This design comes from an exercise in tuning for small area on the open sky130 flow, not from production work.
At most, simulation tests tie the RTL to the original design; equivalence was not proved.
For runs 1 to 3, only the layout was checked, not whether the RTL still works.
Power figures rest on the tool's default switching activity, not on a simulated workload.

[flow/run.sh]
#!/bin/bash
# synth_recipe.tcl (not shown) runs the flow's synth.tcl, then flattens the netlist and writes it again
# the make line also repeats each setting of config.mk as NAME=value (left out here)
make -C /OpenROAD-flow-scripts/flow DESIGN_CONFIG=/design/flow/config.mk WORK_HOME=/design/flow/orfs CLKGATE_MAP_FILE= SYNTH_SCRIPT=/design/flow/synth_recipe.tcl finish
[flow/config.mk]
export PLATFORM = sky130hd
export DESIGN_NAME = arm_fire_controller_core
export DESIGN_NICKNAME = arm_fire_controller_core
export VERILOG_FILES = /design/flow/design.v
export SDC_FILE = /design/flow/constraint.sdc
export NUM_CORES = 4
export LEC_CHECK = 0
export ABC_AREA = 1
export CAP_MARGIN = 20
export CORE_MARGIN = 2
export CORE_UTILIZATION = 60
export CTS_BUF_LIST = sky130_fd_sc_hd__clkbuf_8
export SLEW_MARGIN = 20
[flow/constraint.sdc]
create_clock -name core_clock -period 20.0 [get_ports {i_clk}]
set_input_delay 4.0000 -clock core_clock [delete_from_list [all_inputs] [get_ports {i_clk}]]
set_output_delay 4.0000 -clock core_clock [all_outputs]
set_load 0.01 [all_outputs]
[flow/design.v]
`default_nettype none
package afc_pkg;
    localparam int PHASE_BITS_DEF = 16;
    localparam int LEVEL_BITS_DEF = 8;
    localparam int IN_DATA_W  = 8;
    localparam int OUT_DATA_W = 16;
    localparam int CFG_IDX_W  = 3;
    localparam int CFG_DATA_W = 16;
    localparam int LED_W      = 8;
    localparam logic [1:0] MODE_STARTUP = 2'd0;
    localparam logic [1:0] MODE_READY   = 2'd1;
    localparam logic [1:0] MODE_ARMED   = 2'd2;
    localparam logic [1:0] MODE_FIRING  = 2'd3;
    localparam logic [2:0] MSG_NONE     = 3'd0;
    localparam logic [2:0] MSG_READY    = 3'd1;
    localparam logic [2:0] MSG_ARMED    = 3'd2;
    localparam logic [2:0] MSG_DISARMED = 3'd3;
    localparam logic [2:0] MSG_FIRING   = 3'd4;
    localparam logic [2:0] MSG_FIRED    = 3'd5;
    localparam logic [CFG_IDX_W-1:0] CFG_STARTUP_MS  = 3'd0;
    localparam logic [CFG_IDX_W-1:0] CFG_FIRING_MS   = 3'd1;
    localparam logic [CFG_IDX_W-1:0] CFG_DEBOUNCE_MS = 3'd2;
    localparam logic [CFG_IDX_W-1:0] CFG_BLINK_MS    = 3'd3;
    localparam logic [CFG_IDX_W-1:0] CFG_PHASE_STEP  = 3'd4;
    localparam logic [15:0] STARTUP_MS_RST  = 16'd1000;
    localparam logic [15:0] FIRING_MS_RST   = 16'd5000;
    localparam logic [15:0] DEBOUNCE_MS_RST = 16'd1000;
    localparam logic [9:0]  BLINK_MS_RST    = 10'd100;
    localparam logic [12:0] PHASE_STEP_RST  = 13'd5;
endpackage
`default_nettype wire
`default_nettype none
import afc_pkg::*;
module arm_fire_controller_core #(
    parameter int PHASE_BITS = afc_pkg::PHASE_BITS_DEF,
    parameter int LEVEL_BITS = afc_pkg::LEVEL_BITS_DEF
) (
    input  wire logic                            i_clk,
    input  wire logic                            i_rst_n,
    input  wire logic                            i_cfg_valid,
    output logic                                 o_cfg_ready,
    input  wire logic [afc_pkg::CFG_IDX_W-1:0]   i_cfg_index,
    input  wire logic [afc_pkg::CFG_DATA_W-1:0]  i_cfg_data,
    input  wire logic                            i_s_tvalid,
    output logic                                 o_s_tready,
    input  wire logic [afc_pkg::IN_DATA_W-1:0]   i_s_tdata,
    output logic                                 o_m_tvalid,
    input  wire logic                            i_m_tready,
    output logic [afc_pkg::OUT_DATA_W-1:0]       o_m_tdata,
    output logic                                 o_m_tlast
);
    logic [15:0] r_startup_ms;
    logic [15:0] r_firing_ms;
    logic [15:0] r_debounce_ms;
    logic [9:0]  r_blink_ms;
    logic [12:0] r_phase_step;
    logic [4:0]  cfg_we;
    logic [15:0] cfg_d0, cfg_d1;
    assign cfg_d0 = i_cfg_data & {16{i_rst_n}};      
    assign cfg_d1 = i_cfg_data | {16{!i_rst_n}};     
    always_comb begin
        for (int i = 0; i < 5; i++)
            cfg_we[i] = !i_rst_n || (i_cfg_valid && i_cfg_index == 3'(i));
    end
    function automatic logic [15:0] cfg_mix(input logic [15:0] rv);
        for (int b = 0; b < 16; b++) cfg_mix[b] = rv[b] ? cfg_d1[b] : cfg_d0[b];
    endfunction
    always_ff @(posedge i_clk) begin
        if (cfg_we[0]) r_startup_ms  <= cfg_mix(STARTUP_MS_RST);
        if (cfg_we[1]) r_firing_ms   <= cfg_mix(FIRING_MS_RST);
        if (cfg_we[2]) r_debounce_ms <= cfg_mix(DEBOUNCE_MS_RST);
        if (cfg_we[3]) r_blink_ms    <= cfg_mix({6'd0, BLINK_MS_RST}) & 16'h03FF;
        if (cfg_we[4]) r_phase_step  <= cfg_mix({3'd0, PHASE_STEP_RST}) & 16'h1FFF;
    end
    logic [1:0]  r_mode;
    logic        r_blink;
    logic [15:0] r_since;       
    logic [15:0] r_pt;          
    logic [9:0]  r_bt;
    logic        r_z;           
    logic [5:0]  r_cnt;
    logic        r_cs, r_ges, r_cp, r_gep, r_cb, r_geb;
    logic [11:0] r_acc;
    logic [7:0]  r_lvl;
    logic        r_ov, r_last;
    logic [2:0]  r_msg;
    logic sw, press;
    assign sw    = i_s_tdata[0];
    assign press = i_s_tdata[1];
    logic run, p1, p2, mult, strm, c0, acc_cyc;
    logic [3:0] k;
    assign run  = i_s_tvalid && !r_ov;
    assign k    = r_cnt[3:0];
    assign c0   = (r_cnt == 6'd0);
    assign p1   = run && (r_cnt[5:4] == 2'd0);
    assign p2   = run && (r_cnt[5:4] != 2'd0);
    assign mult = (r_cnt[5:4] == 2'd1);
    assign strm = r_cnt[5];
    assign acc_cyc = (r_cnt == 6'd55);
    assign o_cfg_ready = 1'b1;
    assign o_s_tready  = acc_cyc;
    logic [15:0] blink16, step16, sel16;
    logic deb_k, lim_k, blk_k, stp_k, deb_all1;
    assign blink16  = {6'd0, r_blink_ms};
    assign step16   = {3'd0, r_phase_step};
    assign sel16    = r_mode[0] ? r_firing_ms : r_startup_ms;
    assign deb_k    = r_debounce_ms[k];
    assign lim_k    = sel16[k];
    assign blk_k    = blink16[k];
    assign stp_k    = step16[k];
    assign deb_all1 = &r_debounce_ms;
    logic armed;
    assign armed = (r_mode == MODE_ARMED);
    logic since_rd, pt_rd, bt_rd;
    logic cs_e, ges_e, cp_e, gep_e, cb_e, geb_e;
    logic since_n, pt_b, pt_n, bt_n;
    assign since_rd = r_since[0] && !r_z;
    assign pt_rd    = r_pt[0] && !r_z;
    assign bt_rd    = r_bt[0];
    assign cs_e  = c0 ? 1'b1   : r_cs;
    assign ges_e = c0 ? 1'b1   : r_ges;
    assign cp_e  = c0 ? !armed : r_cp;
    assign gep_e = c0 ? 1'b1   : r_gep;
    assign cb_e  = c0 ? 1'b1   : r_cb;
    assign geb_e = c0 ? 1'b1   : r_geb;
    assign since_n = since_rd ^ cs_e;
    assign pt_b    = armed && stp_k;
    assign pt_n    = pt_rd ^ pt_b ^ cp_e;
    assign bt_n    = bt_rd ^ cb_e;
    logic trig, fire_go, pdone, bdone, keep_arm, new_firing, new_blink;
    logic clr_pt, clr_bt, set_since;
    logic [1:0] new_mode;
    logic [2:0] msg0;
    logic       two;
    assign trig      = press && r_ges && !(r_cs && deb_all1);
    assign fire_go   = trig && armed;
    assign pdone     = r_gep;
    assign bdone     = r_geb;
    assign keep_arm  = armed && !sw && !fire_go;
    assign new_firing = fire_go || (r_mode == MODE_FIRING && !pdone);
    assign new_blink  = fire_go || (bdone ^ r_blink);
    assign clr_pt    = fire_go || (r_mode == MODE_READY) ||
                       (pdone && (r_mode == MODE_STARTUP || r_mode == MODE_FIRING));
    assign clr_bt    = (r_mode != MODE_FIRING) || bdone || pdone;
    assign set_since = trig || r_cs;
    always_comb begin
        new_mode = r_mode;
        msg0     = MSG_NONE;
        two      = 1'b0;
        if (fire_go) begin
            new_mode = MODE_FIRING;
            msg0     = MSG_FIRING;
        end else begin
            case (r_mode)
                MODE_STARTUP: if (pdone) begin
                    new_mode = MODE_READY;
                    msg0     = MSG_READY;
                end
                MODE_READY: if (!sw) begin
                    new_mode = MODE_ARMED;
                    msg0     = MSG_ARMED;
                end
                MODE_ARMED: if (sw) begin
                    new_mode = MODE_READY;
                    msg0     = MSG_DISARMED;
                    two      = 1'b1;
                end
                default: if (pdone) begin
                    new_mode = MODE_ARMED;
                    msg0     = MSG_FIRED;
                    two      = !sw;
                end
            endcase
        end
    end
    logic        neg, q1;
    logic [3:0]  m;
    logic [9:0]  l;
    logic [15:0] tab_a;
    logic [11:0] tab_d;
    assign neg = !r_pt[14];
    assign q1  = r_pt[15] ^ r_pt[14];
    assign m   = r_pt[13:10];
    assign l   = r_pt[9:0];
    logic [3:0] seg_j;
    logic [4:0] seg_a;
    assign seg_j = m ^ {4{neg}};
    assign seg_a = {1'b0, seg_j} + {4'd0, neg};
    always_comb begin
        case (seg_j)
            4'd0: tab_d = 12'd3212;
            4'd1: tab_d = 12'd3181;
            4'd2: tab_d = 12'd3119;
            4'd3: tab_d = 12'd3028;
            4'd4: tab_d = 12'd2907;
            4'd5: tab_d = 12'd2758;
            4'd6: tab_d = 12'd2583;
            4'd7: tab_d = 12'd2382;
            4'd8: tab_d = 12'd2160;
            4'd9: tab_d = 12'd1916;
            4'd10: tab_d = 12'd1653;
            4'd11: tab_d = 12'd1375;
            4'd12: tab_d = 12'd1083;
            4'd13: tab_d = 12'd781;
            4'd14: tab_d = 12'd472;
            default: tab_d = 12'd158;
        endcase
    end
    always_comb begin
        case (seg_a)
            5'd0: tab_a = 16'd0;
            5'd1: tab_a = 16'd3212;
            5'd2: tab_a = 16'd6393;
            5'd3: tab_a = 16'd9512;
            5'd4: tab_a = 16'd12540;
            5'd5: tab_a = 16'd15447;
            5'd6: tab_a = 16'd18205;
            5'd7: tab_a = 16'd20788;
            5'd8: tab_a = 16'd23170;
            5'd9: tab_a = 16'd25330;
            5'd10: tab_a = 16'd27246;
            5'd11: tab_a = 16'd28899;
            5'd12: tab_a = 16'd30274;
            5'd13: tab_a = 16'd31357;
            5'd14: tab_a = 16'd32138;
            5'd15: tab_a = 16'd32610;
            default: tab_a = 16'd32768;
        endcase
    end
    logic        fk;
    logic [11:0] addend;
    logic [12:0] acc_sum;
    assign fk      = mult && l[k];
    assign addend  = fk ? tab_d : 12'd0;
    assign acc_sum = {1'b0, r_acc} + {1'b0, addend};
    logic a_k, o_k, s_k, y_k, d_k, lvl_in;
    assign a_k = !r_cnt[4] && tab_a[k];
    assign o_k = r_acc[0] ^ neg;
    assign s_k = a_k ^ o_k ^ r_cp;
    assign d_k = r_lvl[0];
    assign y_k = d_k ^ s_k ^ r_cb;
    assign lvl_in = !r_cnt[4] ? s_k :
                    new_firing ? new_blink :
                    (keep_arm && (y_k ^ !q1 ^ acc_cyc));
    always_ff @(posedge i_clk) begin
        if (!i_rst_n) begin
            r_cnt <= 6'd0;
        end else if (run) begin
            if (acc_cyc)               r_cnt <= 6'd0;
            else if (r_cnt == 6'd25)   r_cnt <= 6'd32;
            else                       r_cnt <= r_cnt + 6'd1;
        end
        if (!i_rst_n) begin
            r_z <= 1'b1;
        end else if (p1 && k == 4'd15) begin
            r_z <= 1'b0;
        end
        if (p1) begin
            r_since <= {since_n, r_since[15:1]};
        end else if (p2 && set_since) begin
            r_since <= {!trig, r_since[15:1]};
        end
        if (p1) begin
            r_pt <= {pt_n, r_pt[15:1]};
        end else if (p2 && clr_pt) begin
            r_pt <= {1'b0, r_pt[15:1]};
        end
        if (p1 && k < 4'd10) begin
            r_bt <= {bt_n, r_bt[9:1]};
        end else if (p2 && clr_bt) begin
            r_bt <= {1'b0, r_bt[9:1]};
        end
        if (p1) begin
            r_cs  <= cs_e && since_rd;
            r_ges <= (since_rd ^ deb_k) ? since_rd : ges_e;
            r_cp  <= (pt_rd & pt_b) | (pt_rd & cp_e) | (pt_b & cp_e);
            r_gep <= (pt_n ^ lim_k) ? pt_n : gep_e;
            if (k < 4'd10) begin
                r_cb  <= cb_e && bt_rd;
                r_geb <= (bt_n ^ blk_k) ? bt_n : geb_e;
            end
        end else if (mult) begin
            r_cp <= neg;
            r_cb <= !q1;
        end else if (strm) begin
            r_cp <= (a_k & o_k) | (a_k & r_cp) | (o_k & r_cp);
            r_cb <= (!d_k & s_k) | (!d_k & r_cb) | (s_k & r_cb);
        end
        if (p1) begin
            r_acc <= {2'b00, {10{!r_pt[15]}}};
        end else begin
            r_acc <= acc_sum[12:1];
        end
        if (p1 || (run && strm)) begin
            r_lvl <= {(p1 ? 1'b0 : lvl_in), r_lvl[7:1]};
        end
        if (!i_rst_n) begin
            r_mode <= MODE_STARTUP;
            r_ov   <= 1'b0;
        end else if (run && acc_cyc) begin
            r_mode <= new_mode;
            r_ov   <= 1'b1;
        end else if (r_ov && i_m_tready && r_last) begin
            r_ov   <= 1'b0;
        end
        if (run && acc_cyc) begin
            r_blink <= new_blink;
            r_msg   <= msg0;
            r_last  <= !two;
        end else if (r_ov && i_m_tready && !r_last) begin
            r_msg   <= {1'b0, r_msg[2:1]};
            r_last  <= 1'b1;
        end
    end
    assign o_m_tvalid = r_ov;
    assign o_m_tlast  = r_last;
    assign o_m_tdata  = {2'b00, r_msg, r_lvl, 1'b1, r_mode};
endmodule
`default_nettype wire
==> impl_metrics.json, run 1 <==
{
  "status": "no timing/DRC/antenna violations",
  "ys.flop_type": "edfxtp_1",
  "p_leak_nw": 3.80,
  "drt_iter0_drc": 697,
  "finalSetupTns_ns": 0,
  "cts-root-buf": "clkbuf_8",
  "numPortBuffers": 41,
  "worstSetupPathType": "input pin to flop",
  "fin_util": 0.686,
  "syn_inst": 869,
  "clk_latency_ns": 0.48,
  "synth_area_per_cell_sq_um": 9.19,
  "timing.rr.end": "r_lvl[7]$_SDFFCE_PP0P_",
  "r2r_slack_ns": 15.20,
  "whs_path_depth": 0,
  "synth_top_area_share": 0.496,
  "synth_common_cells": "206 x nand2_1, 132 x edfxtp_1, 95 x inv_1",
  "holdWs_ns": 0.424,
  "cts.hold.buffers_added": 0,
  "place.gp.congestion": 0.860,
  "final_nets": 971,
  "fin_crit_sh": 0.337,
  "p_total_mw": 0.772,
  "drc": 0,
  "end_kind": "flop",
  "diodes": 0,
  "drive_gt1_frac": 0.0813,
  "numCtsBuffers": 17,
  "cp_max_fo": 18,
  "yosys.cell_types.count": 47,
  "worst_clock_skew_ns": 0.0162,
  "stdcell_area_sq_um": 9010,
  "ios": 52,
  "pwr_density_cell_nw_per_um2": 85.7,
  "max_cap_viol_count": 0,
  "cts.repair.resized": 0,
  "post-synth-top-count-cell": "nand2_1",
  "antenna_left": 0,
  "syn_area_sq_um": 7990,
  "antenna_found_initial": 0,
  "fillCellCount": 1054,
  "setup.worst_path.start": "i_s_tvalid",
  "instances_no_fill": 1099,
  "worstRegToRegCells": 21,
  "start_util": 0.608,
  "grt_max_degree": 39,
  "first_pass_iters": 7,
  "grt_pass1_vias": 6030,
  "tightest_slew_ns": 0.956,
  "required_ns": 20.17,
  "std_cell_rows": 42,
  "dp_slack_ns": 12.76,
  "cts_tree": "built",
  "wl_microns": 19300,
  "routed-via-count": 6357,
  "hold_violations": 0,
  "path_clk_slew_ns": 0.08,
  "synthArstFlopShare": 0,
  "dp.cells": 1068,
  "layout-area-overhead-vs-synth_pct": 12.8,
  "synth-seq-area-share": 0.551,
  "crit_arrival_ns": 6.92,
  "drv_slew": 0,
  "dp_hpwl_microns": 13600,
  "cts_setup_buffers": 0,
  "synth_edf_count": 132,
  "core_sq_um": 13100,
  "rsz0062_at_grt": "false",
  "finalSetupViolations": 0,
  "die_y_microns": 119,
  "grt-ovfl-total": 0,
  "wire_per_inst_microns": 17.5,
  "ir_worst_vdd_mv": 0.0565,
  "cts.path.max_buffers": 2,
  "vias_per_cell": 5.78,
  "grt_usage": 0.282,
  "cp-start-kind": "input pin",
  "ys.warnings.count": 1,
  "dieArea_sq_um": 14300,
  "synth_area_leader_cell": "edfxtp_1",
  "cts.htree.levels": 4,
  "fmax_mhz": 148,
  "hold_class": "flop to flop",
  "synth_seq_cells": 154,
  "grt_pass1_wl_microns": 30800,
  "slew_headroom": 0.363,
  "timing.rr.start": "r_pt[14]$_DFFE_PP_",
  "crit_end": "r_bt[8]$_DFFE_PP_",
  "setup_ws_ns": 13.25,
  "place_area_sq_um": 8550,
  "min_period_ns": 6.75,
  "fp.dieW_microns": 119,
  "clock-sinks": 154,
  "synth_area_leaders": "edfxtp_1 50%, nand2_1 9.7%, dfxtp_1 5.5%, inv_1 4.5%, nand3_1 4.3%"
}
[routing by layer]
metal | global-route usage | vias up | wire length [microns]
met5 | 0 | - | 0
met4 | 0.0831 | 0 | 261
met3 | 0.0560 | 27 | 1190
met2 | 0.474 | 239 | 9570
met1 | 0.372 | 3056 | 8240
li1 | - | 3035 | -
[flip-flops by register name (all words and copies together) (netlist names), 6 cells and up]
signal         cells
r_pt              16
r_startup_ms      16
r_cnt              6
r_phase_step      13
r_blink_ms        10
r_bt              10
r_debounce_ms     16
r_acc             12
r_since           16
r_firing_ms       16
r_lvl              8
[worst min-delay path by stage]
stage,start,end
after detailed placement,r_since[1]$_DFFE_PP_,r_since[0]$_DFFE_PP_
after global routing,r_since[11]$_DFFE_PP_,r_since[10]$_DFFE_PP_
after floorplan,r_bt[1]$_DFFE_PP_,r_bt[0]$_DFFE_PP_
final,r_since[11]$_DFFE_PP_,r_since[10]$_DFFE_PP_
after global placement,r_since[9]$_DFFE_PP_,r_since[8]$_DFFE_PP_
after CTS,r_since[11]$_DFFE_PP_,r_since[10]$_DFFE_PP_
[cell type report]
type	instances	area, sq um	area share
sequential	154	4400	0.489
multi-input combinational	587	3080	0.342
timing repair buffer	48	463	0.0514
inverter	103	389	0.0432
clock buffer	17	234	0.0260
tap	176	220	0.0244
clock inverter	14	218	0.0242
[critical path, cell delays in order]
cell and delay, ns:
clkdlybuf4s50_1 0.45, inv_1 0.04, nor2_1 0.44, inv_1 0.40, nor2_4 0.34, clkinv_1 0.53, nor2_1 0.31, inv_1 0.08
o31ai_1 0.07, buf_4 0.26
[cells by family after synthesis]
logic type,after synthesis,synth area share
other cells,2,0.000940
compound gates,146,0.107
xor+xnor,9,0.0117
simple gates,400,0.214
buf+inv,130,0.0673
flops,154,0.551
fa+ha+maj,28,0.0476
[cells in the final DEF (no fill, tap or decap), types with 8 or more instances in the layout]
cell / n
clkdlybuf4s50_1: 41
nor2_1: 80
edfxtp_1: 132
dfxtp_1: 22
nand3_1: 68
nand2_2: 10
clkbuf_8: 17
nor3_1: 9
inv_1: 95
ha_1: 24
o21ai_0: 53
or2_2: 11
nand2_1: 206
nand4_1: 8
a21oi_1: 43
[report_power, final]
part / internal [mW] / switching [mW]
registers: 0.376 / 0.0120
clock network: 0.148 / 0.122
logic: 0.0394 / 0.0736
total: 0.564 / 0.208
==> inputs of run 2 (changes only) <==
==> flow/flow/run.sh (new file) <==
#!/bin/bash
# Own flow: the standard flow with smaller port buffers and a lighter
# clock tree (no dummy loads). Each tool's output goes to its own log here.
cp standard.sh standard.sh.txt
cat >> config.mk <<'EOT'
export BUFFER_PORTS_ARGS = -buffer_cell sky130_fd_sc_hd__buf_1
export CTS_ARGS = -sink_clustering_enable -repair_clock_nets -root_buf sky130_fd_sc_hd__clkbuf_16 -buf_list sky130_fd_sc_hd__clkbuf_8 -dont_use_dummy_load
export REMOVE_ABC_BUFFERS = 1
export RECOVER_POWER = 100
EOT
bash standard.sh > standard.log 2>&1
==> flow/standard.sh (new file) <==
#!/bin/bash
# synth_recipe.tcl (not shown) runs the flow's synth.tcl, then flattens the netlist and writes it again
# the make line also repeats each setting of config.mk as NAME=value (left out here)
make -C /OpenROAD-flow-scripts/flow DESIGN_CONFIG=/design/flow/config.mk WORK_HOME=/design/flow/orfs CLKGATE_MAP_FILE= SYNTH_SCRIPT=/design/flow/synth_recipe.tcl "${@:-finish}"
--- a/flow/config.mk
+++ b/flow/config.mk
@@ -9,5 +9,8 @@
 export CAP_MARGIN = 20
 export CORE_MARGIN = 2
 export CORE_UTILIZATION = 60
-export CTS_BUF_LIST = sky130_fd_sc_hd__clkbuf_8
 export SLEW_MARGIN = 20
+export BUFFER_PORTS_ARGS = -buffer_cell sky130_fd_sc_hd__buf_1
+export CTS_ARGS = -sink_clustering_enable -repair_clock_nets -root_buf sky130_fd_sc_hd__clkbuf_16 -buf_list sky130_fd_sc_hd__clkbuf_8 -dont_use_dummy_load
+export REMOVE_ABC_BUFFERS = 1
+export RECOVER_POWER = 100
removed: flow/run.sh
==> run 2 against run 1 <==
Effect of this change: largest cell class unchanged; the layout now fails its checks (capacitance limit, slew limit); setup slack worse by 0.44 ns; fmax down 6.1%; synthesized cell count unchanged.
==> impl_metrics.json, run 2 <==
{
  "ir_worst_vdd_mv": 0.0602,
  "vias_per_cell": 5.66,
  "fillCellCount": 1141,
  "yosys.cell_types.count": 47,
  "pwr_density_cell_nw_per_um2": 78.8,
  "grt-ovfl-total": 0,
  "required_ns": 20.00,
  "wire_per_inst_microns": 16.5,
  "worstSetupPathType": "input pin to flop",
  "first_pass_iters": 6,
  "start_util": 0.608,
  "synth_top_area_share": 0.496,
  "min_period_ns": 7.18,
  "finalSetupTns_ns": 0,
  "path_clk_slew_ns": 0.07,
  "cts.repair.resized": 0,
  "tightest_slew_ns": 2.63,
  "p_sw_frac": 0.268,
  "slew_headroom": -0.771,
  "clk_latency_ns": 0.38,
  "layout-area-overhead-vs-synth_pct": 6.37,
  "p_leak_nw": 3.57,
  "worst_clock_skew_ns": 0.0251,
  "antenna_found_initial": 0,
  "ios": 52,
  "cts.htree.levels": 4,
  "die_y_microns": 119,
  "cp-start-kind": "input pin",
  "hold_start": "r_since[10]$_DFFE_PP_",
  "end_kind": "flop",
  "antenna_left": 0,
  "std_cell_rows": 42,
  "cts_setup_buffers": 0,
  "crit_arrival_ns": 7.19,
  "finalSetupViolations": 0,
  "place.gp.congestion": 0.884,
  "synth_seq_cells": 154,
  "final_nets": 973,
  "violatedChecks": "capacitance limit, slew limit",
  "routed-via-count": 6157,
  "ys.warnings.count": 1,
  "clkPwrFrac": 0.264,
  "synth_area_leaders": "edfxtp_1 50%, nand2_1 9.7%, dfxtp_1 5.5%, inv_1 4.5%, nand3_1 4.3%",
  "drive_gt1_frac": 0.0538,
  "grt_pass1_wl_microns": 29000,
  "diodes": 0,
  "synth_area_leader_cell": "edfxtp_1",
  "synthArstFlopShare": 0,
  "grt_usage": 0.262,
  "syn_area_sq_um": 7990,
  "synth_edf_count": 132,
  "cts.hold.buffers_added": 0,
  "cts_tree": "built",
  "setup_ws_ns": 12.82,
  "combinationalPowerShare": 0.157,
  "syn_inst": 869,
  "core_sq_um": 13100,
  "seqPwrFrac": 0.579,
  "numPortBuffers": 41,
  "drt_iter0_drc": 685,
  "hold_violations": 0,
  "fp.dieW_microns": 119,
  "wl_microns": 18000,
  "fmax_mhz": 139,
  "drv_slew": 47,
  "final_common_cell": "nand2_1",
  "clock-sinks": 154,
  "dieArea_sq_um": 14300,
  "max_cap_viol_count": 2,
  "post-synth-top-count-cell": "nand2_1",
  "numCtsBuffers": 17,
  "rsz0062_at_grt": "false",
  "p_int_mw": 0.490,
  "status": "complete, but fails checks",
  "ys.flop_type": "edfxtp_1",
  "synth_area_per_cell_sq_um": 9.19,
  "synth-seq-area-share": 0.551,
  "drc": 0,
  "cp_max_fo": 18,
  "setup.worst_path.start": "i_s_tvalid",
  "dp_hpwl_microns": 12800,
  "grt_max_degree": 39,
  "dp_slack_ns": 13.13,
  "synth_common_cells": "206 x nand2_1, 132 x edfxtp_1, 95 x inv_1",
  "timing.rr.start": "r_cnt[0]$_SDFFE_PN0P_",
  "cts.path.max_buffers": 2,
  "cts-root-buf": "clkbuf_16",
  "fin_crit_sh": 0.359,
  "grt_pass1_vias": 5925,
  "power_switching_mw": 0.180,
  "hold_class": "flop to flop",
  "mostFrequentLayoutCells": "206 x nand2_1, 132 x edfxtp_1, 97 x inv_1"
}
## run 2: cell counts after synthesis
No cell type changed its count.
## run 2: through the flow
stage	cells	util	total power, mW	cell area [sq um]	hold WS (ns)
floorplan	844	-	0.467	7850	0.400
global placement	1070	0.632	0.496	8300	0.405
detailed placement	1070	0.632	0.499	8300	0.405
CTS	1087	0.651	0.672	8550	0.418
global route	1087	0.647	0.700	8500	0.426
finish	1087	0.647	0.670	8500	0.419
## run 2: worst paths after layout
kind                            depth (start not counted)                     end  slack, ns
worst max-delay path                                   10       r_bt[0]$_DFFE_PP_      12.82
worst min-delay path                                    0    r_since[9]$_DFFE_PP_       0.42
worst max register to register                         18  r_lvl[7]$_SDFFCE_PP0P_      14.25
worst min register to register                          0    r_since[9]$_DFFE_PP_       0.42
## run 2: worst max-delay path: stages
cell	delay (ns)
buf_1	0.06
inv_1	0.03
nor2_1	0.44
inv_1	0.38
nor2_1	0.65
clkinv_1	0.71
nor2_1	0.30
inv_1	0.09
o31ai_1	0.08
clkbuf_1	0.43
## run 2: area by class of cell
type | count | area [sq um] | area share
flip-flops and latches | 154 | 4400 | 0.518
multi-input cells | 587 | 3050 | 0.359
inverters | 103 | 389 | 0.0458
clock buffers | 17 | 245 | 0.0289
well taps | 176 | 220 | 0.0259
repair buffers | 50 | 188 | 0.0221
## run 2: cell families (layout without fill, tap and decap cells)
kind of cell | count (synthesis) | after routing | share of synthesized area
buf+inv | 130 | 170 | 0.0673
fa+ha+maj | 28 | 28 | 0.0476
xor+xnor | 9 | 9 | 0.0117
flops | 154 | 154 | 0.551
other cells | 2 | 4 | 0.000940
simple gates | 400 | 400 | 0.214
compound gates | 146 | 146 | 0.107
## run 2: metal layers
metal,vias up,track usage,wire (microns)
li1,3018,-,-
met1,2878,0.351,7850
met2,232,0.433,8650
met3,29,0.0608,1250
met4,0,0.0713,231
met5,-,0,0
## run 2: power by group through the flow
stage	clock [mW]	sequential, mW	combinational [mW]
2_1_floorplan	0	0.392	0.0741
5_1_grt	0.190	0.390	0.119
3_3_place_gp	0	0.394	0.102
3_5_place_dp	0	0.394	0.105
6_report	0.177	0.388	0.105
4_1_cts	0.178	0.388	0.105
==> inputs of run 3 (changes only) <==
==> flow/flow/run.sh (replaced) <==
#!/bin/bash
# Own flow: the standard flow with smaller port buffers and a lighter
# clock tree (no dummy loads). Each tool's output goes to its own log here.
cp standard.sh standard.sh.txt
cat >> config.mk <<'EOT'
export BUFFER_PORTS_ARGS = -buffer_cell sky130_fd_sc_hd__buf_1
export CTS_ARGS = -sink_clustering_enable -repair_clock_nets -root_buf sky130_fd_sc_hd__clkbuf_16 -buf_list sky130_fd_sc_hd__clkbuf_8 -sink_clustering_size 20 -dont_use_dummy_load
EOT
bash standard.sh > standard.log 2>&1
--- a/flow/config.mk
+++ b/flow/config.mk
@@ -11,6 +11,4 @@
 export CORE_UTILIZATION = 60
 export SLEW_MARGIN = 20
 export BUFFER_PORTS_ARGS = -buffer_cell sky130_fd_sc_hd__buf_1
-export CTS_ARGS = -sink_clustering_enable -repair_clock_nets -root_buf sky130_fd_sc_hd__clkbuf_16 -buf_list sky130_fd_sc_hd__clkbuf_8 -dont_use_dummy_load
-export REMOVE_ABC_BUFFERS = 1
-export RECOVER_POWER = 100
+export CTS_ARGS = -sink_clustering_enable -repair_clock_nets -root_buf sky130_fd_sc_hd__clkbuf_16 -buf_list sky130_fd_sc_hd__clkbuf_8 -sink_clustering_size 20 -dont_use_dummy_load
==> run 3 against run 2 <==
Effect of this change: the run now finishes clean; power decreased by 0.16%; combinational power is essentially flat; critical path type unchanged; worst hold slack got worse by 0.0063 ns; die area stayed put; critical path depth is the same; first-iteration DRC count fell by 16%; routed wire length is 0.16% higher; non-clock buffer count is 1 lower; register-to-register slack better by 1.1 ns; global-route usage down 0.13 points.
==> impl_metrics.json, run 3 <==
{
  "fin_crit_sh": 0.322,
  "synth_edf_count": 132,
  "synth_top_area_share": 0.496,
  "cp-start-kind": "input pin",
  "ir_worst_vdd_mv": 0.0643,
  "post-synth-top-count-cell": "nand2_1",
  "cts.htree.levels": 4,
  "synth_area_leaders": "edfxtp_1 50%, nand2_1 9.7%, dfxtp_1 5.5%, inv_1 4.5%, nand3_1 4.3%",
  "dp.cells": 1069,
  "grt_pass1_vias": 5901,
  "antenna_found_initial": 0,
  "grt_pass1_wl_microns": 28900,
  "core_sq_um": 13100,
  "diodes": 0,
  "fillCellCount": 1105,
  "grt_usage": 0.261,
  "numCtsBuffers": 17,
  "grt_max_degree": 39,
  "instances_no_fill": 1086,
  "drv_slew": 0,
  "drc": 0,
  "critPathMaxStageDelay_ns": 0.56,
  "synth_area_leader_cell": "edfxtp_1",
  "finalSetupViolations": 0,
  "cts.repair.resized": 0,
  "wire_per_inst_microns": 16.6,
  "synthArstFlopShare": 0,
  "synth-seq-area-share": 0.551,
  "crit_slowest_cell": "clkinv_1",
  "layout-area-overhead-vs-synth_pct": 7.02,
  "routed-via-count": 6208,
  "synth_area_per_cell_sq_um": 9.19,
  "wl_microns": 18000,
  "end_kind": "flop",
  "mostFrequentLayoutCells": "206 x nand2_1, 132 x edfxtp_1, 95 x inv_1",
  "cts-root-buf": "clkbuf_16",
  "fin_util": 0.651,
  "ys.flop_type": "edfxtp_1",
  "cts.hold.buffers_added": 0,
  "place.gp.congestion": 0.900,
  "path_cells": "buf_1 -> inv_1 -> nor2_1 -> inv_1 -> nor2_4 -> clkinv_1 -> nor2_1 -> inv_1 -> o31ai_1 -> buf_4",
  "dieArea_sq_um": 14300,
  "synth_common_cells": "206 x nand2_1, 132 x edfxtp_1, 95 x inv_1",
  "worstSetupPathType": "input pin to flop",
  "ys.warnings.count": 1,
  "fmax_mhz": 155,
  "fp.dieW_microns": 119,
  "final_nets": 972,
  "numPortBuffers": 41,
  "cp_common_cell": "inv_1",
  "hold_class": "flop to flop",
  "hold_violations": 0,
  "tightest_slew_ns": 0.951,
  "clock-sinks": 154,
  "synth_seq_cells": 154,
  "cts_setup_buffers": 0,
  "crit_arrival_ns": 6.51,
  "min_period_ns": 6.45,
  "path_clk_slew_ns": 0.07,
  "rsz0062_at_grt": "false",
  "cp_max_fo": 18,
  "cts_tree": "built",
  "path_delay_family": "buffers and inverters",
  "pwr_density_cell_nw_per_um2": 78.2,
  "p_total_mw": 0.669,
  "multi_input_area_sq_um": 3080,
  "ios": 52,
  "first_pass_iters": 5,
  "syn_inst": 869,
  "required_ns": 20.06,
  "std_cell_rows": 42,
  "die_y_microns": 119,
  "cts.path.max_buffers": 2,
  "path_buf_inv": 6,
  "drt_iter0_drc": 577,
  "regArea_sq_um": 4400,
  "slew_headroom": 0.366,
  "vias_per_cell": 5.72,
  "antenna_left": 0,
  "clk_latency_ns": 0.38,
  "start_util": 0.608,
  "final_common_cell": "nand2_1",
  "status": "no timing/DRC/antenna violations",
  "worst_clock_skew_ns": 0.0268,
  "dp_hpwl_microns": 12900,
  "grt-ovfl-total": 0,
  "yosys.cell_types.count": 47,
  "drive_gt1_frac": 0.0681,
  "finalSetupTns_ns": 0,
  "max_cap_viol_count": 0,
  "syn_area_sq_um": 7990,
  "p_leak_nw": 3.60
}
run 3: changes by cell type in the layout (fill, tap and decap cells not counted), sizes merged:
cell	delta
buf	+8
clkbuf	-9
run 3: worst register-to-register path, delay by kind of cell (launching register included):
family	cells	cell delay, ns
flip-flops	1	0.68
buffers and inverters	2	0.23
XOR/XNOR	3	0.65
adder cells (fa/ha/maj)	3	1.42
AND/OR/NAND/NOR	11	1.21
AO/OA/AOI/OAI	2	0.29
run 3: worst paths after layout:
path	start	endpoint	slack (ns)	depth (start not counted)
worst max-delay path	i_s_tvalid	r_bt[0]$_DFFE_PP_	13.55	10
worst min-delay path	r_bt[7]$_DFFE_PP_	r_bt[6]$_DFFE_PP_	0.41	0
worst max register to register	r_pt[14]$_DFFE_PP_	r_lvl[7]$_SDFFCE_PP0P_	15.38	21
worst min register to register	r_bt[7]$_DFFE_PP_	r_bt[6]$_DFFE_PP_	0.41	0
run 3: report_power, final:
part	internal [mW]	leakage (nW)	switching (mW)	total, mW
clock	0.0802	0.127	0.0949	0.175
combinational	0.0345	2.00	0.0717	0.106
sequential	0.376	1.47	0.0113	0.388
run 3: metal layers:
| layer | part of all wire | vias to the layer above | GRT usage |
|---|---|---|---|
| met4 | 0.019 | 0 | 0.0985 |
| met3 | 0.055 | 25 | 0.0479 |
| met2 | 0.50 | 237 | 0.443 |
| li1 | - | 3021 | - |
| met5 | 0 | - | 0 |
| met1 | 0.43 | 2925 | 0.335 |
run 3: logic make-up after synthesis:
| family | Yosys count | synth area share |
|---|---|---|
| DFF | 154 | 0.551 |
| other | 2 | 0.000940 |
| adders and majority gates | 28 | 0.0476 |
| buffers and inverters | 130 | 0.0673 |
| AOI/OAI and AO/OA | 146 | 0.107 |
| xor gates and xnor gates | 9 | 0.0117 |
| and+or+nand+nor | 400 | 0.214 |
run 3: final cells by class:
type / count / area share
flip-flops and latches: 154 / 0.515
multi-input cells: 587 / 0.360
inverters: 103 / 0.0455
clock buffers: 17 / 0.0287
well taps: 176 / 0.0258
repair buffers: 49 / 0.0250
run 3: per-stage QoR:
stage / setup slack, ns / area [sq um] / hold slack, ns
after global placement: 13.24 / 8300 / 0.407
after CTS: 13.56 / 8550 / 0.413
final: 13.55 / 8550 / 0.413
after global routing: 13.24 / 8550 / 0.412
after detailed placement: 13.18 / 8300 / 0.405
after floorplan: 14.02 / 8000 / 0.400
==> inputs of run 4 (changes only) <==
--- a/flow/design.v
+++ b/flow/design.v
@@ -54,23 +54,23 @@
     logic [15:0] r_debounce_ms;
     logic [9:0]  r_blink_ms;
     logic [12:0] r_phase_step;
-    logic [4:0]  cfg_we;
-    logic [15:0] cfg_d0, cfg_d1;
-    assign cfg_d0 = i_cfg_data & {16{i_rst_n}};      
-    assign cfg_d1 = i_cfg_data | {16{!i_rst_n}};     
-    always_comb begin
-        for (int i = 0; i < 5; i++)
-            cfg_we[i] = !i_rst_n || (i_cfg_valid && i_cfg_index == 3'(i));
-    end
-    function automatic logic [15:0] cfg_mix(input logic [15:0] rv);
-        for (int b = 0; b < 16; b++) cfg_mix[b] = rv[b] ? cfg_d1[b] : cfg_d0[b];
-    endfunction
     always_ff @(posedge i_clk) begin
-        if (cfg_we[0]) r_startup_ms  <= cfg_mix(STARTUP_MS_RST);
-        if (cfg_we[1]) r_firing_ms   <= cfg_mix(FIRING_MS_RST);
-        if (cfg_we[2]) r_debounce_ms <= cfg_mix(DEBOUNCE_MS_RST);
-        if (cfg_we[3]) r_blink_ms    <= cfg_mix({6'd0, BLINK_MS_RST}) & 16'h03FF;
-        if (cfg_we[4]) r_phase_step  <= cfg_mix({3'd0, PHASE_STEP_RST}) & 16'h1FFF;
+        if (!i_rst_n) begin
+            r_startup_ms  <= STARTUP_MS_RST;
+            r_firing_ms   <= FIRING_MS_RST;
+            r_debounce_ms <= DEBOUNCE_MS_RST;
+            r_blink_ms    <= BLINK_MS_RST;
+            r_phase_step  <= PHASE_STEP_RST;
+        end else if (i_cfg_valid) begin
+            case (i_cfg_index)
+                CFG_STARTUP_MS:  r_startup_ms  <= i_cfg_data;
+                CFG_FIRING_MS:   r_firing_ms   <= i_cfg_data;
+                CFG_DEBOUNCE_MS: r_debounce_ms <= i_cfg_data;
+                CFG_BLINK_MS:    r_blink_ms    <= i_cfg_data[9:0];
+                CFG_PHASE_STEP:  r_phase_step  <= i_cfg_data[12:0];
+                default: ;
+            endcase
+        end
     end
     logic [1:0]  r_mode;
     logic        r_blink;
@@ -182,49 +182,40 @@
     assign q1  = r_pt[15] ^ r_pt[14];
     assign m   = r_pt[13:10];
     assign l   = r_pt[9:0];
-    logic [3:0] seg_j;
-    logic [4:0] seg_a;
-    assign seg_j = m ^ {4{neg}};
-    assign seg_a = {1'b0, seg_j} + {4'd0, neg};
-    always_comb begin
-        case (seg_j)
-            4'd0: tab_d = 12'd3212;
-            4'd1: tab_d = 12'd3181;
-            4'd2: tab_d = 12'd3119;
-            4'd3: tab_d = 12'd3028;
-            4'd4: tab_d = 12'd2907;
-            4'd5: tab_d = 12'd2758;
-            4'd6: tab_d = 12'd2583;
-            4'd7: tab_d = 12'd2382;
-            4'd8: tab_d = 12'd2160;
-            4'd9: tab_d = 12'd1916;
-            4'd10: tab_d = 12'd1653;
-            4'd11: tab_d = 12'd1375;
-            4'd12: tab_d = 12'd1083;
-            4'd13: tab_d = 12'd781;
-            4'd14: tab_d = 12'd472;
-            default: tab_d = 12'd158;
-        endcase
-    end
     always_comb begin
-        case (seg_a)
-            5'd0: tab_a = 16'd0;
-            5'd1: tab_a = 16'd3212;
-            5'd2: tab_a = 16'd6393;
-            5'd3: tab_a = 16'd9512;
-            5'd4: tab_a = 16'd12540;
-            5'd5: tab_a = 16'd15447;
-            5'd6: tab_a = 16'd18205;
-            5'd7: tab_a = 16'd20788;
-            5'd8: tab_a = 16'd23170;
-            5'd9: tab_a = 16'd25330;
-            5'd10: tab_a = 16'd27246;
-            5'd11: tab_a = 16'd28899;
-            5'd12: tab_a = 16'd30274;
-            5'd13: tab_a = 16'd31357;
-            5'd14: tab_a = 16'd32138;
-            5'd15: tab_a = 16'd32610;
-            default: tab_a = 16'd32768;
+        case ({neg, m})
+            5'h00: begin tab_a = 16'd0;     tab_d = 12'd3212; end
+            5'h01: begin tab_a = 16'd3212;  tab_d = 12'd3181; end
+            5'h02: begin tab_a = 16'd6393;  tab_d = 12'd3119; end
+            5'h03: begin tab_a = 16'd9512;  tab_d = 12'd3028; end
+            5'h04: begin tab_a = 16'd12540; tab_d = 12'd2907; end
+            5'h05: begin tab_a = 16'd15447; tab_d = 12'd2758; end
+            5'h06: begin tab_a = 16'd18205; tab_d = 12'd2583; end
+            5'h07: begin tab_a = 16'd20788; tab_d = 12'd2382; end
+            5'h08: begin tab_a = 16'd23170; tab_d = 12'd2160; end
+            5'h09: begin tab_a = 16'd25330; tab_d = 12'd1916; end
+            5'h0a: begin tab_a = 16'd27246; tab_d = 12'd1653; end
+            5'h0b: begin tab_a = 16'd28899; tab_d = 12'd1375; end
+            5'h0c: begin tab_a = 16'd30274; tab_d = 12'd1083; end
+            5'h0d: begin tab_a = 16'd31357; tab_d = 12'd781;  end
+            5'h0e: begin tab_a = 16'd32138; tab_d = 12'd472;  end
+            5'h0f: begin tab_a = 16'd32610; tab_d = 12'd158;  end
+            5'h10: begin tab_a = 16'd32768; tab_d = 12'd158;  end
+            5'h11: begin tab_a = 16'd32610; tab_d = 12'd472;  end
+            5'h12: begin tab_a = 16'd32138; tab_d = 12'd781;  end
+            5'h13: begin tab_a = 16'd31357; tab_d = 12'd1083; end
+            5'h14: begin tab_a = 16'd30274; tab_d = 12'd1375; end
+            5'h15: begin tab_a = 16'd28899; tab_d = 12'd1653; end
+            5'h16: begin tab_a = 16'd27246; tab_d = 12'd1916; end
+            5'h17: begin tab_a = 16'd25330; tab_d = 12'd2160; end
+            5'h18: begin tab_a = 16'd23170; tab_d = 12'd2382; end
+            5'h19: begin tab_a = 16'd20788; tab_d = 12'd2583; end
+            5'h1a: begin tab_a = 16'd18205; tab_d = 12'd2758; end
+            5'h1b: begin tab_a = 16'd15447; tab_d = 12'd2907; end
+            5'h1c: begin tab_a = 16'd12540; tab_d = 12'd3028; end
+            5'h1d: begin tab_a = 16'd9512;  tab_d = 12'd3119; end
+            5'h1e: begin tab_a = 16'd6393;  tab_d = 12'd3181; end
+            default: begin tab_a = 16'd3212; tab_d = 12'd3212; end
         endcase
     end
     logic        fk;
==> flow/run.sh (new file) <==
#!/bin/bash
# synth_recipe.tcl (not shown) runs the flow's synth.tcl, then flattens the netlist and writes it again
# the make line also repeats each setting of config.mk as NAME=value (left out here)
make -C /OpenROAD-flow-scripts/flow DESIGN_CONFIG=/design/flow/config.mk WORK_HOME=/design/flow/orfs CLKGATE_MAP_FILE= SYNTH_SCRIPT=/design/flow/synth_recipe.tcl finish
==> flow/config.mk (replaced) <==
export PLATFORM = sky130hd
export DESIGN_NAME = arm_fire_controller_core
export DESIGN_NICKNAME = arm_fire_controller_core
export VERILOG_FILES = /design/flow/design.v
export SDC_FILE = /design/flow/constraint.sdc
export NUM_CORES = 4
export LEC_CHECK = 0
export CAP_MARGIN = 20
export CORE_MARGIN = 2
export CORE_UTILIZATION = 40
export SLEW_MARGIN = 20
removed: flow/flow/run.sh
removed: flow/standard.sh
==> run 4 against run 3 <==
Effect of this change: still clean; utilization is 19 points lower; clock skew shrank 0.012 ns; clock power increased by about 90%; critical path type is now flop to primary output; critical endpoint is now o_s_tready; largest cell class is now multi-input combinational cells; highest routed layer unchanged.
==> impl_metrics.json, run 4 <==
{
  "status": "no timing/DRC/antenna violations",
  "drt_iter0_drc": 748,
  "synth_top_family_by_area": "simple AND/OR/NAND/NOR gates",
  "min_period_ns": 6.90,
  "core_sq_um": 21700,
  "mostFrequentLayoutCells": "203 x nand2_1, 92 x dfxtp_1, 61 x edfxtp_1",
  "cts_setup_buffers": 0,
  "final_common_cell": "nand2_1",
  "finalSetupViolations": 0,
  "ys.flop_type": "dfxtp_1",
  "synth_edf_count": 61,
  "syn_inst": 949,
  "critPathMaxStageDelay_ns": 1.01,
  "setup_ws_ns": 13.10,
  "path_cells": "ha_1 -> nand3_1 -> or2_2 -> inv_1 -> clkdlybuf4s50_1",
  "cp-start-kind": "flop",
  "top_usage_layer": "met2",
  "synth_common_cells": "203 x nand2_1, 93 x dfxtp_1, 61 x edfxtp_1",
  "max_cap_viol_count": 0,
  "end_kind": "primary output",
  "vias_per_cell": 5.58,
  "worstSetupPathType": "flop to primary output",
  "antenna_left": 0,
  "hold_violations": 0,
  "drc": 0,
  "synth_top_area_share": 0.211,
  "diodes": 0,
  "cts.path.max_buffers": 2,
  "hold_class": "flop to flop",
  "drv_slew": 0,
  "grtUsageMet2": 0.281,
  "ir_worst_vdd_mv": 0.0498,
  "wl_microns": 21300,
  "cts-root-buf": "clkbuf_16",
  "synthMuxAreaShare": 0.0891,
  "finalSetupTns_ns": 0,
  "cp_max_fo": 32,
  "cts.htree.levels": 4,
  "cts_tree": "built",
  "pwr_density_cell_nw_per_um2": 79.3,
  "numCtsBuffers": 17,
  "path_clk_slew_ns": 0.07,
  "synth-seq-area-share": 0.419,
  "synth_compound_area_frac": 0.176,
  "fmax_mhz": 145,
  "grt_usage": 0.186,
  "dp_slack_ns": 13.06,
  "ys.warnings.count": 1,
  "worst_clock_skew_ns": 0.0146,
  "post-synth-top-count-cell": "nand2_1",
  "syn_area_sq_um": 8810,
  "layout-area-overhead-vs-synth_pct": 12.5,
  "fp.dieW_microns": 152,
  "clock-sinks": 154,
  "synth_simple_gate_area_frac": 0.199,
  "place_area_sq_um": 9310,
  "routed-via-count": 6945,
  "r2r_slack_ns": 14.48,
  "stdcell_area_sq_um": 9910,
  "grt_pass1_vias": 6549,
  "required_ns": 16.00,
  "crit_slowest_cell": "dfxtp_2",
  "dieArea_sq_um": 23200,
  "synth_fa_ha_area_frac": 0.0531,
  "dp_hpwl_microns": 14100,
  "synth_area_leaders": "dfxtp_1 21%, edfxtp_1 21%, nand2_1 8.7%, mux4_2 5.6%, a21boi_0 4.6%",
  "final_nets": 1018,
  "yosys.cell_types.count": 76,
  "tightest_slew_ns": 1.02,
  "die_y_microns": 152,
  "drive_gt1_frac": 0.0902,
  "cts.hold.buffers_added": 0,
  "rsz0062_at_grt": "false",
  "synth_seq_cells": 154,
  "clk_latency_ns": 0.43,
  "grt-ovfl-total": 0,
  "grt_pass1_wl_microns": 35200,
  "first_pass_iters": 6,
  "synthArstFlopShare": 0,
  "std_cell_rows": 54,
  "synth_area_per_cell_sq_um": 9.28,
  "crit_arrival_ns": 2.90,
  "grt_max_degree": 82,
  "ios": 52,
  "place.gp.congestion": 0.860,
  "grt.met1_usage": 0.274,
  "grt_use_met3": 0.0321,
  "synth_area_leader_cell": "dfxtp_1",
  "wire_per_inst_microns": 17.1,
  "antenna_found_initial": 0,
  "cts.repair.resized": 0,
  "fin_util": 0.457,
  "slew_headroom": 0.318,
  "p_leak_nw": 3.62,
  "synth-xor-area-share": 0.0139,
  "fin_crit_sh": 0.345,
  "start_util": 0.406,
  "numPortBuffers": 41
}
==> run 4: kinds of logic after synthesis <==
family / count (synthesis)
compound gates: 224
flops: 154
xor+xnor: 14
buf+inv: 92
other cells: 2
simple gates: 387
mux: 41
fa+ha+maj: 35
==> run 4: power by group <==
part	internal (mW)	switching, mW	leakage, nW
Sequential	0.341	0.00951	1.35
Combinational	0.0449	0.0586	1.96
Clock	0.189	0.143	0.301
==> run 4: worst max-delay path: cells and delay by family, from the launching register on <==
kind	cells	cell delay (ns)
adder cells (fa/ha/maj)	1	0.37
AND/OR/NAND/NOR	2	0.40
flip-flops	1	1.01
buffers and inverters	2	0.70
==> run 4: per-stage QoR <==
stage	hold slack [ns]	power, mW	std cells
floorplan	0.400	0.430	951
global placement	0.402	0.460	1212
detailed placement	0.405	0.460	1212
CTS	0.409	0.793	1244
global route	0.430	0.821	1244
finish	0.407	0.786	1244
==> run 4: path summary, 6_finish.rpt <==
path / from / end / cells after the start
worst max-delay path: r_cnt[0]$_SDFFE_PN0P_ / o_s_tready / 5
worst min-delay path: r_since[11]$_DFFE_PP_ / r_since[10]$_DFFE_PP_ / 0
worst max register to register: r_pt[10]$_DFFE_PP_ / r_lvl[7]$_SDFFCE_PP0P_ / 15
worst min register to register: r_since[11]$_DFFE_PP_ / r_since[10]$_DFFE_PP_ / 0
==> run 4: area by class of cell <==
type                            count  area (sq um)
Clock buffer                       17           425
Clock inverter                     15           176
Fill cell                        2029         11800
Inverter                           22          82.6
Multi-Input combinational cell    705          4700
Sequential cell                   154          3690
Tap cell                          280           350
Timing Repair Buffer               51           480
==> run 4: routing by layer <==
metal	part of all wire	vias up	wire, microns
met5	0	-	0
met4	0.010	0	222
met3	0.044	15	932
met2	0.45	197	9530
met1	0.50	3314	10600
li1	-	3419	-

what the ideal ports hide:
No port has a modelled driver above. Below, the same layouts with a new extraction and two added sets of constraints. Step 1 sets driving cells, clkbuf_16 on the clock port and buf_2 on the other inputs (assumed; they add their load-dependent delay and slew). Step 2, shift: input delay + t, output delay - t, t = (earliest + latest rising clock arrival at the registers) / 2. This alone moves slack from input paths to output paths. Three values: ideal, step 1, step 2; two values: the first two.
| run | t (ns) | slack for setup (ns) | worst slew at a driven data input, ns |
|---|---|---|---|
| run 1 | 0.508 | 13.252 / 13.265 / 12.756 | 0.04 |
| run 2 | 0.407 | 12.816 / 12.834 / 12.427 | 0.04 |
| run 3 | 0.410 | 13.552 / 13.576 / 13.165 | 0.03 |
| run 4 | 0.472 | 13.103 / 13.053 / 13.023 | 0.04 |
The setup slack of run 1, which loses most, moves by +0.013 ns with the drivers and by -0.496 ns with both steps.
